What follows belongs to an exercise in optimizing a design on an open flow for small area; a production flow would make more cautious choices. Only simulation tests tie the RTL to the original design; equivalence was not proved. The clock port is modelled as an ideal driver; clocking choices that lean on that would not hold on a real chip. Power figures rest on the tool's default switching activity, not on a simulated workload.

File: flow/config.mk
export PLATFORM = sky130hd
export DESIGN_NAME = wb_occf_sink_gen
export DESIGN_NICKNAME = wb_occf_sink_gen
export VERILOG_FILES = /design/flow/design.v
export SDC_FILE = /design/flow/constraint.sdc
export NUM_CORES = 4
export LEC_CHECK = 0
export CAP_MARGIN = 10
export CORE_MARGIN = 2
export CORE_UTILIZATION = 75
export PLACE_DENSITY = 0.8
export SLEW_MARGIN = 10
File: flow/constraint.sdc
create_clock -name core_clock -period 5.0 [get_ports {clk_i}]
set_input_delay 1.0000 -clock core_clock [delete_from_list [all_inputs] [get_ports {clk_i}]]
set_output_delay 1.0000 -clock core_clock [all_outputs]
set_load 0.01 [all_outputs]
File: flow/design.v
package occf_sink_pkg;
  typedef enum logic [1:0] {S_IDLE, S_IN_FRAME, S_TRUNC} t_occf_state;
  function automatic integer c_OCCF_SEL_WIDTH(input integer dw);
    c_OCCF_SEL_WIDTH = dw / 8;
  endfunction
  function automatic integer f_count_width(input integer n);
    f_count_width = $clog2(n + 1);
  endfunction
  function automatic integer f_ptr_width(input integer depth);
    f_ptr_width = depth > 1 ? $clog2(depth) : 1;
  endfunction
endpackage
module occf_sync_fifo
#(
  parameter int g_WIDTH = 8,
  parameter int g_DEPTH = 8,
  parameter int g_WITH_FIFO_INFERRED = 1
) (
  input  logic                   clk_i,
  input  logic [g_DEPTH-1:0]     we_i,
  input  logic [g_WIDTH-1:0]     wdata_i,
  input  logic [g_DEPTH-1:0]     rsel_i,
  output logic [g_WIDTH-1:0]     rdata_o
);
  logic [g_WIDTH-1:0] regs [g_DEPTH];
  always_ff @(posedge clk_i)
    for (int k = 0; k < g_DEPTH; k++) if (we_i[k]) regs[k] <= wdata_i;
  always_comb begin
    rdata_o = '0;
    for (int k = 0; k < g_DEPTH; k++) rdata_o = rdata_o | (regs[k] & {g_WIDTH{rsel_i[k]}});
  end
endmodule
module wb_occf_sink_gen
#(
  parameter int g_DATA_WIDTH = 128,
  parameter int g_ADDR_WIDTH = 4,
  parameter int g_FIFO_DEPTH = 8,
  parameter int g_STALL_MARGIN = 2,
  parameter int g_MAX_FRAME_WORDS = 1024,
  parameter int g_WITH_FIFO_INFERRED = 1
) (
  input  logic                                          clk_i,
  input  logic                                          rst_i,
  input  logic [g_DATA_WIDTH-1:0]                       snk_dat_i,
  input  logic [g_ADDR_WIDTH-1:0]                       snk_adr_i,
  input  logic [g_DATA_WIDTH/8-1:0]                     snk_sel_i,
  input  logic                                          snk_cyc_i,
  input  logic                                          snk_stb_i,
  input  logic                                          snk_we_i,
  output logic                                          snk_stall_o,
  output logic                                          snk_ack_o,
  output logic                                          snk_err_o,
  output logic                                          snk_rty_o,
  output logic [g_ADDR_WIDTH-1:0]                       addr_o,
  output logic [g_DATA_WIDTH-1:0]                       data_o,
  output logic [g_DATA_WIDTH/8-1:0]                     bytesel_o,
  output logic                                          dvalid_o,
  output logic                                          sof_o,
  output logic                                          eof_o,
  output logic                                          frame_err_o,
  output logic [occf_sink_pkg::f_count_width(g_MAX_FRAME_WORDS)-1:0]   frame_len_o,
  output logic [occf_sink_pkg::f_count_width(g_FIFO_DEPTH)-1:0]        fifo_level_o,
  input  logic                                          dreq_i
);
  localparam int SW = occf_sink_pkg::c_OCCF_SEL_WIDTH(g_DATA_WIDTH);
  localparam int LW = occf_sink_pkg::f_count_width(g_MAX_FRAME_WORDS);
  localparam int CW = $clog2(g_MAX_FRAME_WORDS);
  localparam int VW = occf_sink_pkg::f_count_width(g_FIFO_DEPTH);
  localparam int PW = occf_sink_pkg::f_ptr_width(g_FIFO_DEPTH);
  localparam int DW = SW + g_ADDR_WIDTH + g_DATA_WIDTH;
  localparam logic [VW-1:0] STALL_LVL = VW'(g_FIFO_DEPTH - g_STALL_MARGIN);
  localparam logic [CW-1:0] LAST_CNT = CW'(g_MAX_FRAME_WORDS - 1);
  logic trunc_q, hold_v_q, stall_q;
  logic [CW-1:0] cnt_q;
  logic [PW-1:0] tail_q;
  logic [g_FIFO_DEPTH-1:0] rd_oh_q;
  logic [VW-1:0] level_q;
  logic accept, err_ev, push, push_last, pop;
  logic [g_FIFO_DEPTH-1:0] eof_q, we, rsel;
  logic [DW-1:0] rd_word, out_q;
  assign snk_stall_o = stall_q | rst_i;
  assign snk_rty_o = 1'b0;
  assign fifo_level_o = level_q;
  assign accept = snk_cyc_i & snk_stb_i & snk_we_i & ~snk_stall_o & ~trunc_q;
  assign err_ev = snk_cyc_i & snk_stb_i & ~snk_stall_o & (~snk_we_i | trunc_q);
  assign push_last = hold_v_q & (trunc_q | ~snk_cyc_i);
  assign push = (accept & hold_v_q) | push_last;
  assign pop = dreq_i & (level_q != '0);
  always_ff @(posedge clk_i)
    if (rst_i) begin
      trunc_q <= 1'b0;
      hold_v_q <= 1'b0;
      cnt_q <= '0;
      stall_q <= 1'b1;
      snk_ack_o <= 1'b0;
      snk_err_o <= 1'b0;
      tail_q <= '0;
      rd_oh_q <= g_FIFO_DEPTH'(1);
      level_q <= '0;
    end else begin
      trunc_q <= snk_cyc_i & (trunc_q | (accept & cnt_q == LAST_CNT));
      hold_v_q <= accept | (hold_v_q & ~push);
      cnt_q <= !snk_cyc_i ? '0 : accept ? cnt_q + CW'(1) : cnt_q;
      stall_q <= level_q >= STALL_LVL;
      snk_ack_o <= accept;
      snk_err_o <= err_ev;
      tail_q <= tail_q + PW'(accept);
      if (pop) rd_oh_q <= {rd_oh_q[g_FIFO_DEPTH-2:0], rd_oh_q[g_FIFO_DEPTH-1]};
      level_q <= level_q + VW'(push) - VW'(pop);
    end
  logic [PW-1:0] held_slot;
  assign held_slot = tail_q - PW'(1);
  always_comb
    for (int k = 0; k < g_FIFO_DEPTH; k++) begin
      we[k] = accept & (tail_q == PW'(k));
      rsel[k] = ~rst_i & pop & rd_oh_q[k];
    end
  always_ff @(posedge clk_i)
    for (int k = 0; k < g_FIFO_DEPTH; k++)
      if (we[k]) eof_q[k] <= 1'b0;
      else if (push_last && held_slot == PW'(k)) eof_q[k] <= 1'b1;
  occf_sync_fifo #(
    .g_WIDTH(DW),
    .g_DEPTH(g_FIFO_DEPTH),
    .g_WITH_FIFO_INFERRED(g_WITH_FIFO_INFERRED)
  ) u_fifo (
    .clk_i(clk_i),
    .we_i(we),
    .wdata_i({snk_sel_i, snk_adr_i, snk_dat_i}),
    .rsel_i(rsel),
    .rdata_o(rd_word)
  );
  logic keep, rd_eof, first_q;
  logic [LW-1:0] ocnt_q;
  assign keep = ~rst_i & ~pop;
  assign rd_eof = |(eof_q & rsel);
  always_ff @(posedge clk_i) out_q <= rd_word | (out_q & {DW{keep}});
  assign {bytesel_o, addr_o, data_o} = out_q;
  always_ff @(posedge clk_i)
    if (rst_i) begin
      dvalid_o <= 1'b0;
      sof_o <= 1'b0;
      eof_o <= 1'b0;
      first_q <= 1'b1;
      ocnt_q <= '0;
    end else begin
      dvalid_o <= pop;
      sof_o <= pop & first_q;
      eof_o <= pop & rd_eof;
      if (pop) begin
        first_q <= rd_eof;
        ocnt_q <= first_q ? LW'(1) : ocnt_q + LW'(1);
      end
    end
  assign frame_len_o = eof_o ? ocnt_q : '0;
  assign frame_err_o = eof_o & ocnt_q[LW-1];
endmodule
File: flow/flow/run.sh
#!/bin/bash
# The standard ORFS layout with these changes:
#  - synthesis maps logic with an area-oriented ABC script (registers are untouched),
#  - ports get the smallest buffer, sky130_fd_sc_hd__buf_1,
#  - the clock tree uses larger sink clusters and no dummy loads,
#  - after CTS, oversized data buffers are sized down (flow/downsize.tcl),
#  - after global routing, gates on paths with slack to spare are sized down (RECOVER_POWER).
# ORFS writes each step's full log under orfs/logs; make's output goes to standard.log.
set -o pipefail
bash standard.sh \
  "SYNTH_SCRIPT=$PWD/flow/synth.tcl" \
  "FLOW_ABC_SCRIPT=$PWD/flow/abc_area.script" \
  "BUFFER_PORTS_ARGS=-buffer_cell sky130_fd_sc_hd__buf_1" \
  "CTS_ARGS=-sink_clustering_enable -repair_clock_nets -dont_use_dummy_load -sink_clustering_size 30 -sink_clustering_max_diameter 90 -buf_list {sky130_fd_sc_hd__clkbuf_8 sky130_fd_sc_hd__clkbuf_16}" \
  "RECOVER_POWER=100" \
  "POST_CTS_TCL=$PWD/flow/downsize.tcl" \
  finish > standard.log 2>&1
File: flow/flow/abc_area.script
&get -n
&st
&syn2
&dch
&nf -a -R 2000 -C 32
&put
topo
File: flow/flow/downsize.tcl
# POST_CTS hook: size down data buffers that placement repair made larger than their
# loads need. A smaller buffer is kept only if no pin's slew or capacitance comes closer than
# 30% to its limit (or than it was before) and setup slack stays above 0.5 ns.
set_propagated_clock [all_clocks]
estimate_parasitics -placement
set sizes {1 2 4 6 8 12 16}
proc ds_ratios {} {
  list [sta::max_slew_check_slack_limit] [sta::max_capacitance_check_slack_limit] [sta::worst_slack -max]
}
lassign [ds_ratios] s0 c0 w0
puts "downsize: before slew ratio $s0 cap ratio $c0 wns $w0"
set smin [expr {min($s0, 0.3)}]
set cmin [expr {min($c0, 0.3)}]
set changed 0
set saved 0.0
foreach inst [get_cells *] {
  set master [get_property $inst ref_name]
  if {![regexp {^sky130_fd_sc_hd__buf_(\d+)$} $master -> n]} continue
  if {$n <= 1} continue
  set name [get_property $inst full_name]
  if {[string match input* $name] || [string match output* $name]} continue
  set best $master
  foreach m $sizes {
    if {$m >= $n} break
    set cand sky130_fd_sc_hd__buf_$m
    replace_cell $inst $cand
    lassign [ds_ratios] s c w
    if {$s >= $smin && $c >= $cmin && $w >= 0.5} { set best $cand; break }
  }
  replace_cell $inst $best
  if {$best ne $master} {
    incr changed
    puts "downsize: $name $master -> $best"
  }
}
lassign [ds_ratios] s1 c1 w1
puts "downsize: $changed buffers; after slew ratio $s1 cap ratio $c1 wns $w1"
File: flow/flow/synth.tcl
# The standard flow's synthesis script (synth_recipe.tcl) unchanged, except that ABC maps the logic with the
# area-oriented script flow/abc_area.script instead of ORFS's speed script.
proc synth {args} { yosys synth -nofsm -noshare {*}$args }
proc abc {args} {
  set i [lsearch -exact $args -script]
  if {$i >= 0} { lset args [expr {$i + 1}] $::env(FLOW_ABC_SCRIPT) }
  yosys abc {*}$args
}
source $::env(SCRIPTS_DIR)/synth.tcl
# left out here: clear keep_hierarchy, flatten, clean up, hide names made inside functions, write 1_2_yosys.v
File: flow/standard.sh
#!/bin/bash
# synth_recipe.tcl (not shown) runs the flow's synth.tcl, then flattens the netlist and writes it again
# the make line also repeats each setting of config.mk as NAME=value (left out here)
make -C /OpenROAD-flow-scripts/flow DESIGN_CONFIG=/design/flow/config.mk WORK_HOME=/design/flow/orfs CLKGATE_MAP_FILE= SYNTH_SCRIPT=/design/flow/synth_recipe.tcl "${@:-finish}"
==> results.json, run 1 <==
{
  "critPathKind": "input pin to register",
  "fp.dieW_um": 252,
  "fillers": 2871,
  "syn_avg_cell_area_um2": 21.1,
  "final_nets": 2769,
  "place_congestion": 0.818,
  "period_share": 0.876,
  "drive_gt1_frac": 0.0396,
  "clkSlewWorstSetupHoldPaths_ns": 0.10,
  "viasPerCell": 7.64,
  "ys.flop_type": "edfxtp_1",
  "required_ns": 5.28,
  "seq_area_frac_synth": 0.861,
  "ys_warn_count": 3,
  "grt_max_degree": 133,
  "crit_path_start_kind": "input pin",
  "cts_tree": "built",
  "fmax_mhz": 228,
  "cp_num_buf_inv": 3,
  "ant_nets": 0,
  "drt-pass1-iter-count": 11,
  "cp_max_fo": 26,
  "ys_ff_latch": 1385,
  "wire_per_inst_um": 31.8,
  "die_y_um": 252,
  "clock-sinks": 1385,
  "synthArstFlopShare": 0,
  "die-area_mm2": 0.0633,
  "synth_cells": 2177,
  "grt_overflow": 0,
  "worstPathArrival_ns": 4.66,
  "endpoint_kind": "register",
  "timing.final.hold_violations": 0,
  "dpl.hpwl_um": 57800,
  "final_cell_mix": "edfxtp_1, a222oi_1, dfxtp_1",
  "cp_slowest_cell": "nor2_1",
  "timing.slew.headroom": -0.449,
  "drc": 0,
  "status": "complete, but fails checks",
  "initial_core_util": 0.760,
  "grt_pass1_wl_um": 160000,
  "crit_top_cell": "nor2_1",
  "path_cells": "buf_1 > clkbuf_1 > nor2_1 > nand4_1 > or3_1 > nor2_1 > clkbuf_2",
  "fin_util": 0.825,
  "vias": 26100,
  "hold_path_class": "register to register",
  "worstMarginPinSlew_ns": 2.17,
  "track_usage": 0.343,
  "numPortBuffers": 323,
  "core-area_mm2": 0.0605,
  "pin_count": 325,
  "grt_pass1_vias": 25800,
  "synth_cell_types": 32,
  "dr.first_iter.drc_count": 5921,
  "dpl-instance-area_mm2": 0.0491,
  "leakage_nw": 15.5,
  "synth_nets": 2342,
  "antenna_found_initial": 32,
  "ir_drop_uv": 408,
  "min_period_ns": 4.38,
  "final_area_mm2": 0.0499,
  "setup_viol": 0,
  "power.density_mw_per_mm2": 402,
  "rsz0062_at_grt": "false",
  "final_common_cell": "edfxtp_1",
  "synth_edf_count": 1184,
  "areaGrowthSynthToFinish_pct": 8.52,
  "clock_skew_ns": 0.0464,
  "drv_slew": 813,
  "num_rows": 90,
  "so_faults": "capacitance limit, slew limit",
  "drv_cap": 15,
  "crit_family": "simple AND/OR/NAND/NOR gates",
  "cpPeakStageDelay_ns": 1.13,
  "routed_wl_um": 109000,
  "clk_latency_ns": 0.64,
  "syn_area_mm2": 0.0460
}
[per-stage QoR]
step	cells	setup TNS (ns)	worst slack [ns]	power, mW	hold WS, ns
after floorplan	2177	-467.38	-1.71	14.4	0.418
after global placement	3332	0	1.18	15.3	0.434
after detailed placement	3332	0	1.09	15.4	0.445
after global routing	3403	0	0.451	20.6	0.480
final	3410	0	0.621	20.1	0.463
[logic make-up (layout without fill, tap and decap cells)]
kind of cell / after synthesis / after routing / share of synthesized area
compound gates: 489 / 489 / 0.103
xor+xnor: 12 / 12 / 0.00229
fa+ha+maj: 11 / 11 / 0.00316
buf+inv: 17 / 442 / 0.00155
flops: 1385 / 1385 / 0.861
other cells: 1 / 27 / 0.0000816
simple gates: 262 / 262 / 0.0285
[state kept, by name, summed over array words and instances, names as in the netlist]
signal	cells
rd_oh_q	8
ocnt_q	11
tail_q	3
stall_q	1
trunc_q	1
out_q	148
hold_v_q	1
eof_q	8
eof_o	1
sof_o	1
cnt_q	10
u_fifo.regs	1184
snk_err_o	1
dvalid_o	1
snk_ack_o	1
level_q	4
first_q	1
[layout make-up]
class,count,area (um^2),area share
well taps,782,978,0.0196
flip-flops and latches,1385,39600,0.794
diodes,26,65.1,0.00130
clock buffers,52,1300,0.0261
multi-input cells,775,6360,0.128
repair buffers,375,1530,0.0306
inverters,15,56.3,0.00113
[worst register-to-register path, delay by kind of cell (launching register included)]
family                   cells  cell delay, ns
AO/OA/AOI/OAI                1            0.45
AND/OR/NAND/NOR              5            1.69
adder cells (fa/ha/maj)      1            0.20
buffers and inverters        2            1.54
flip-flops                   1            0.39
[final timing paths]
kind | startpoint | end | slack (ns) | cells after the start
setup reg to reg | level_q[2] | out_q[54] | 0.66 | 9
setup / recovery | rst_i | u_fifo.regs[3][89] | 0.62 | 7
hold reg to reg | u_fifo.regs[7][128] | out_q[128] | 0.46 | 2
hold / removal | u_fifo.regs[7][128] | out_q[128] | 0.46 | 2
[cells in the mapped netlist (4+ instances only)]
| library cell | n | area [um^2] |
|---|---|---|
| a222oi_1 | 444 | 4440 |
| nand2_1 | 11 | 41.3 |
| o21ai_0 | 5 | 25.0 |
| and3_1 | 9 | 56.3 |
| xor2_1 | 7 | 61.3 |
| nor2b_1 | 4 | 25.0 |
| a21oi_1 | 13 | 65.1 |
| ha_1 | 10 | 125 |
| clkinv_1 | 15 | 56.3 |
| xnor2_1 | 5 | 43.8 |
| a22o_1 | 5 | 43.8 |
| nor3_1 | 8 | 40.0 |
| nor2_1 | 41 | 154 |
| dfxtp_1 | 201 | 4020 |
| nand3_1 | 156 | 781 |
| and2_0 | 22 | 138 |
| edfxtp_1 | 1184 | 35600 |
| a21o_1 | 8 | 60.1 |
| a31oi_1 | 5 | 31.3 |
[routing by layer]
| metal | up-vias | wire [um] | track usage |
|---|---|---|---|
| met5 | - | 119 | 0 |
| met4 | 20 | 3460 | 0.125 |
| met3 | 205 | 13600 | 0.0654 |
| met2 | 2089 | 53600 | 0.558 |
| met1 | 13100 | 37800 | 0.475 |
| li1 | 10700 | - | - |
[report_power, final]
group          switching (mW)  internal, mW
Sequential              0.341          12.9
Clock                    3.01          1.87
Combinational            1.26         0.624
==> run 2: changes to the inputs <==
--- a/flow/flow/run.sh
+++ b/flow/flow/run.sh
@@ -5,4 +5,3 @@
 #  - the clock tree uses larger sink clusters and no dummy loads,
-#  - after CTS, oversized data buffers are sized down (flow/downsize.tcl),
-#  - after global routing, gates on paths with slack to spare are sized down (RECOVER_POWER).
+#  - after CTS, oversized data buffers are sized down (flow/downsize.tcl).
 # ORFS writes each step's full log under orfs/logs; make's output goes to standard.log.
@@ -14,3 +13,2 @@
   "CTS_ARGS=-sink_clustering_enable -repair_clock_nets -dont_use_dummy_load -sink_clustering_size 30 -sink_clustering_max_diameter 90 -buf_list {sky130_fd_sc_hd__clkbuf_8 sky130_fd_sc_hd__clkbuf_16}" \
-  "RECOVER_POWER=100" \
   "POST_CTS_TCL=$PWD/flow/downsize.tcl" \
==> run 2 against run 1 <==
The run now finishes clean; cell count about the same; core utilization up 0.23 points; clock-buffer cell count unchanged; wire length decreased by 0.14%; clock skew is 0.0013 ns higher; highest routed layer unchanged; critical path type unchanged.
==> results.json, run 2 <==
{
  "p_switching_mw": 4.63,
  "vias": 26000,
  "crit_path_start_kind": "input pin",
  "initial_core_util": 0.760,
  "synth_cells": 2177,
  "drv_cap": 0,
  "startpoint": "rst_i",
  "dpl-instance-area_mm2": 0.0491,
  "worstPathArrival_ns": 4.26,
  "fillers": 2851,
  "endpoint_kind": "register",
  "netSwitchingFraction": 0.231,
  "final_cell_mix": "edfxtp_1, a222oi_1, buf_1",
  "required_ns": 5.28,
  "grt_overflow": 0,
  "ys_top_cells_by_area": "edfxtp_1, a222oi_1, dfxtp_1, nand3_1, nor2_1",
  "grt_pass1_wl_um": 160000,
  "combPwrFrac": 0.094,
  "final_common_cell": "edfxtp_1",
  "setup_tns_ns": 0,
  "cp_max_fo": 31,
  "synth_nets": 2342,
  "p_seq_frac": 0.662,
  "drc": 0,
  "dpl.hpwl_um": 57800,
  "final_area_mm2": 0.0500,
  "yosysMostFrequentCell": "edfxtp_1",
  "antenna_found_initial": 30,
  "clk_latency_ns": 0.64,
  "setup_viol": 0,
  "numPortBuffers": 323,
  "layout_setup_ws_ns": 1.02,
  "synth_edf_count": 1184,
  "timing.slew.headroom": 0.263,
  "drive_gt1_frac": 0.0457,
  "drt-pass1-iter-count": 13,
  "synth_top_area_cell": "edfxtp_1",
  "status": "timing/DRC/antenna clean",
  "clock-sinks": 1385,
  "multi_input_area_mm2": 0.00643,
  "synthTopCellsByCount": "edfxtp_1, a222oi_1, dfxtp_1",
  "min_period_ns": 3.98,
  "leakage_nw": 15.6,
  "fmax_mhz": 251,
  "top_layer_used": "met5",
  "critPathKind": "input pin to register",
  "regArea_mm2": 0.0396,
  "power_mw": 20.1,
  "synth_cell_types": 32,
  "final_nets": 2769,
  "worstMarginPinSlew_ns": 1.11,
  "seq_area_frac_synth": 0.861,
  "cts_tree": "built",
  "num_rows": 90,
  "synth_top_area_frac": 0.774,
  "place_congestion": 0.818,
  "ys_ff_latch": 1385,
  "wire_per_inst_um": 31.8,
  "rsz0062_at_grt": "false",
  "min_from": "u_fifo.regs[7][128]",
  "ant_nets": 0,
  "ys_warn_count": 3,
  "power.density_mw_per_mm2": 401,
  "grt_max_degree": 133,
  "fp.dieW_um": 252,
  "dr.first_iter.drc_count": 5786,
  "worst_hold_slack_ns": 0.459,
  "drt-met1-wl_um": 38100,
  "syn_area_mm2": 0.0460,
  "viasPerCell": 7.63,
  "rr_startpoint": "level_q[2]",
  "ys.flop_type": "edfxtp_1",
  "drv_slew": 0,
  "core-area_mm2": 0.0605,
  "syn_avg_cell_area_um2": 21.1,
  "dp_slack_ns": 1.09,
  "reg_top3": "u_fifo.regs x1184, out_q x148, ocnt_q x11",
  "pin_count": 325,
  "clock_skew_ns": 0.0477,
  "period_share": 0.796,
  "route.met2.wl_um": 53400,
  "clkSlewWorstSetupHoldPaths_ns": 0.10,
  "ir_drop_uv": 408,
  "p_clk_frac": 0.244,
  "largest_reg_flops": 1184,
  "die_y_um": 252,
  "routed_wl_um": 108000,
  "die-area_mm2": 0.0633,
  "regMostFlops": "u_fifo.regs",
  "synthArstFlopShare": 0,
  "hold_path_class": "register to register",
  "grt_pass1_vias": 25800,
  "internal-power_mw": 15.4,
  "timing.final.hold_violations": 0,
  "areaGrowthSynthToFinish_pct": 8.82,
  "track_usage": 0.343,
  "dr_wl_met3_um": 13200
}
-- run 2: worst paths after layout --
kind                                            to  slack [ns]  depth (start not counted)
worst max-delay path            u_fifo.regs[2][59]        1.02                          7
worst min-delay path                    out_q[128]        0.46                          2
worst max register to register           out_q[46]        1.05                          9
worst min register to register          out_q[128]        0.46                          2
-- run 2: layout make-up --
type,count,share of cell area
diodes,25,0.00125
repair buffers,375,0.0320
clock buffers,52,0.0260
inverters,15,0.00113
flip-flops and latches,1385,0.791
well taps,782,0.0196
multi-input cells,775,0.129
-- run 2: critical path: stages --
cell,delay [ns]
buf_1,0.07
buf_1,0.39
nor2_4,0.23
nand4_1,0.48
or3_1,0.61
nor2_4,0.61
buf_2,0.83
-- run 2: layer usage --
layer / vias up / global-route usage
met5: - / 0
met4: 18 / 0.125
met3: 225 / 0.0654
met2: 2014 / 0.558
met1: 13000 / 0.475
li1: 10700 / -
-- run 2: power by group through the flow --
stage / registers, mW / clock network (mW) / logic (mW)
finish: 13.3 / 4.90 / 1.89
global route: 13.3 / 5.26 / 2.02
detailed placement: 13.5 / 0 / 1.89
global placement: 13.5 / 0 / 1.81
floorplan: 13.6 / 0 / 0.806
-- run 2: logic make-up after synthesis --
kind of cell             synth area share
AO/OA/AOI/OAI                       0.103
XOR/XNOR                          0.00229
adder cells (fa/ha/maj)           0.00316
buffers and inverters             0.00155
flip-flops                          0.861
other                           0.0000816
AND/OR/NAND/NOR                    0.0285
-- run 2: per-stage QoR --
stage | instances | utilization
after floorplan | 2177 | -
after global routing | 3402 | 0.827
after detailed placement | 3332 | 0.811
after global placement | 3332 | 0.811
final | 3409 | 0.827
==> run 3: changes to the inputs <==
--- a/flow/flow/run.sh
+++ b/flow/flow/run.sh
@@ -5,3 +5,3 @@
 #  - the clock tree uses larger sink clusters and no dummy loads,
-#  - after CTS, oversized data buffers are sized down (flow/downsize.tcl).
+#  - after CTS, oversized data buffers and gates are sized down (flow/downsize.tcl).
 # ORFS writes each step's full log under orfs/logs; make's output goes to standard.log.
--- a/flow/flow/downsize.tcl
+++ b/flow/flow/downsize.tcl
@@ -1,2 +1,2 @@
-# POST_CTS hook: size down data buffers that placement repair made larger than their
+# POST_CTS hook: size down data buffers and gates that repair made larger than their
 # loads need. A smaller buffer is kept only if no pin's slew or capacitance comes closer than
@@ -17,4 +17,5 @@
   set master [get_property $inst ref_name]
-  if {![regexp {^sky130_fd_sc_hd__buf_(\d+)$} $master -> n]} continue
+  if {![regexp {^(sky130_fd_sc_hd__[a-z0-9]+)_(\d+)$} $master -> base n]} continue
   if {$n <= 1} continue
+  if {[regexp {__(clk|df|edf|sdf|dl|conb|tap|fill|decap|diode)} $base]} continue
   set name [get_property $inst full_name]
@@ -22,5 +23,6 @@
   set best $master
-  foreach m $sizes {
+  foreach m {0 1 2 4 6 8 12 16} {
     if {$m >= $n} break
-    set cand sky130_fd_sc_hd__buf_$m
+    set cand ${base}_$m
+    if {[get_lib_cells -quiet */$cand] eq ""} continue
     replace_cell $inst $cand
==> run 3 against run 2 <==
First-iteration DRC count decreased by 0.55%; flip-flop and latch count stayed put; sequential power is essentially flat; still clean on timing, DRC and antenna; largest power group unchanged; wire length rose by 0.19%; die area unchanged; area after synthesis unchanged; clock skew grew 0.00099 ns; critical path depth unchanged; clock power hardly changed; non-clock buffer count did not move.
==> results.json, run 3 <==
{
  "clk_latency_ns": 0.64,
  "drc": 0,
  "internal-power_mw": 15.4,
  "regMostFlops": "u_fifo.regs",
  "ys_ff_latch": 1385,
  "place_inst": 3332,
  "ir_drop_uv": 412,
  "drv_slew": 0,
  "routed_wl_um": 109000,
  "dpl-instance-area_mm2": 0.0491,
  "synth_edf_count": 1184,
  "fin_cells": 3409,
  "regArea_mm2": 0.0396,
  "power.density_mw_per_mm2": 402,
  "synth_cells": 2177,
  "fillers": 2867,
  "layout_setup_ws_ns": 1.02,
  "cp_slowest_cell": "buf_2",
  "p_switching_mw": 4.61,
  "multi_input_area_mm2": 0.00635,
  "final_common_cell": "edfxtp_1",
  "drv_cap": 0,
  "seq_area_frac_synth": 0.861,
  "fp.dieW_um": 252,
  "grt_max_degree": 133,
  "vias": 26000,
  "place_congestion": 0.818,
  "synth_top_area_cell": "edfxtp_1",
  "final_area_mm2": 0.0499,
  "setup_tns_ns": 0,
  "setup_viol": 0,
  "clock_skew_ns": 0.0487,
  "crit_family": "simple AND/OR/NAND/NOR gates",
  "ys_warn_count": 3,
  "ys_top_cells_by_area": "edfxtp_1, a222oi_1, dfxtp_1, nand3_1, nor2_1",
  "cts_tree": "built",
  "p_clk_frac": 0.244,
  "fmax_mhz": 251,
  "leakage_nw": 15.6,
  "drive_gt1_frac": 0.0415,
  "dpl.hpwl_um": 57800,
  "crit_path_start_kind": "input pin",
  "core-area_mm2": 0.0605,
  "dp_slack_ns": 1.09,
  "cpPeakStageDelay_ns": 0.85,
  "reg_top3": "u_fifo.regs x1184, out_q x148, ocnt_q x11",
  "grt_pass1_vias": 25800,
  "synthArstFlopShare": 0,
  "timing.final.hold_violations": 0,
  "synth_top_area_frac": 0.774,
  "grt_overflow": 0,
  "ys.flop_type": "edfxtp_1",
  "r2r_setup_slack_ns": 1.13,
  "final_cell_mix": "edfxtp_1, a222oi_1, buf_1",
  "clkSlewWorstSetupHoldPaths_ns": 0.10,
  "min_period_ns": 3.98,
  "cp_num_buf_inv": 3,
  "numPortBuffers": 323,
  "initial_core_util": 0.760,
  "netSwitchingFraction": 0.230,
  "critPathKind": "input pin to register",
  "endpoint_kind": "register",
  "yosysMostFrequentCell": "edfxtp_1",
  "track_usage": 0.342,
  "timing.slew.headroom": 0.261,
  "fin_util": 0.826,
  "period_share": 0.796,
  "worstMarginPinSlew_ns": 1.11,
  "wire_per_inst_um": 31.9,
  "cp_max_fo": 31,
  "synth_nets": 2342,
  "ant_nets": 0,
  "grt_pass1_wl_um": 160000,
  "syn_avg_cell_area_um2": 21.1,
  "syn_area_mm2": 0.0460,
  "clock-sinks": 1385,
  "p_seq_frac": 0.662,
  "die_y_um": 252,
  "crit_top_cell": "buf_1",
  "required_ns": 5.28,
  "viasPerCell": 7.63,
  "dr.first_iter.drc_count": 5754,
  "path_cells": "buf_1 > buf_1 > nor2_1 > nand4_1 > or3_1 > nor2_4 > buf_2",
  "final_nets": 2769,
  "status": "timing/DRC/antenna clean",
  "largest_reg_flops": 1184,
  "drt-pass1-iter-count": 12,
  "rsz0062_at_grt": "false",
  "die-area_mm2": 0.0633,
  "hold_path_class": "register to register",
  "worstPathArrival_ns": 4.26,
  "antenna_found_initial": 30,
  "combPwrFrac": 0.094,
  "num_rows": 90,
  "areaGrowthSynthToFinish_pct": 8.65,
  "synthTopCellsByCount": "edfxtp_1, a222oi_1, dfxtp_1",
  "synth_cell_types": 32,
  "pin_count": 325
}
## run 3: worst register-to-register path, delay by kind of cell (launching register included)
kind | cells | cell delay [ns]
buffers and inverters | 2 | 1.09
AO/OA/AOI/OAI | 1 | 0.26
flip-flops | 1 | 0.39
AND/OR/NAND/NOR | 5 | 1.86
adder cells (fa/ha/maj) | 1 | 0.20
## run 3: final cells by class
type / instances / area share
Sequential cell: 1385 / 0.793
Multi-Input combinational cell: 775 / 0.127
Timing Repair Buffer: 375 / 0.0320
Clock buffer: 52 / 0.0261
Tap cell: 782 / 0.0196
Antenna cell: 25 / 0.00125
Inverter: 15 / 0.00113
## run 3: kinds of logic (layout without fill, tap and decap cells)
group	count (synthesis)	count (layout)	share of synthesized area
other	1	26	0.0000816
buffers and inverters	17	442	0.00155
XOR/XNOR	12	12	0.00229
flip-flops	1385	1385	0.861
AO/OA/AOI/OAI	489	489	0.103
AND/OR/NAND/NOR	262	262	0.0285
adder cells (fa/ha/maj)	11	11	0.00316
## run 3: power groups by stage
| stage | Combinational [mW] | Sequential [mW] | Clock [mW] |
|---|---|---|---|
| after global placement | 1.81 | 13.5 | 0 |
| after global routing | 2.01 | 13.3 | 5.26 |
| after detailed placement | 1.89 | 13.5 | 0 |
| final | 1.88 | 13.3 | 4.89 |
| after floorplan | 0.806 | 13.6 | 0 |
## run 3: final timing paths
path,depth (start not counted),start,end
worst min-delay path,2,u_fifo.regs[7][128],out_q[128]
worst max register to register,9,level_q[2],out_q[26]
worst max-delay path,7,rst_i,u_fifo.regs[2][59]
worst min register to register,2,u_fifo.regs[7][128],out_q[128]
## run 3: metrics by stage
stage          hold slack [ns]  power (mW)
3_3_place_gp             0.434        15.3
5_1_grt                  0.480        20.6
3_5_place_dp             0.445        15.4
6_report                 0.454        20.0
2_1_floorplan            0.418        14.4
## run 3: metal layers
metal | share of wire | up-vias | track usage | wire, um
li1 | - | 10700 | - | -
met1 | 0.35 | 13000 | 0.475 | 37700
met2 | 0.49 | 2106 | 0.558 | 53500
met3 | 0.13 | 210 | 0.0654 | 13800
met4 | 0.033 | 18 | 0.125 | 3590
met5 | 0.0010 | - | 0 | 110

==> static timing again, ports no longer ideal <==
The flow's constraints put no driver on any port. The routed layouts listed below were extracted and timed again, unchanged, in two steps. Step 1 (the two cells are an assumption about what drives the block):
set clk [get_ports {clk_i}]
set_driving_cell -lib_cell sky130_fd_sc_hd__clkbuf_16 $clk
set_driving_cell -lib_cell sky130_fd_sc_hd__buf_2 [delete_from_list [all_inputs] $clk]
Step 2 times the ports against the registers' clock, not the clock port: input delays grow and output delays shrink by t, the midpoint of the rising clock arrivals with the driver on. Three values: no drivers, after step 1, after step 2; two values: the first two.
| run | t, ns | setup WS [ns] | hold WS [ns] | latest minus earliest clock arrival (ns) | worst register clock-pin slew, ns |
|---|---|---|---|---|---|
| run 1 | 0.689 | 0.621 / 0.663 / -0.021 | 0.463 / 0.463 / 0.463 | 0.051 / 0.051 | 0.11 / 0.11 |
| run 2 | 0.690 | 1.018 / 1.047 / 0.374 | 0.459 / 0.459 / 0.459 | 0.053 / 0.053 | 0.11 / 0.11 |
| run 3 | 0.689 | 1.022 / 1.068 / 0.380 | 0.454 / 0.454 / 0.454 | 0.051 / 0.051 | 0.11 / 0.11 |
The setup slack of run 2, which loses most, moves by +0.029 ns with the drivers and by -0.644 ns with both steps.
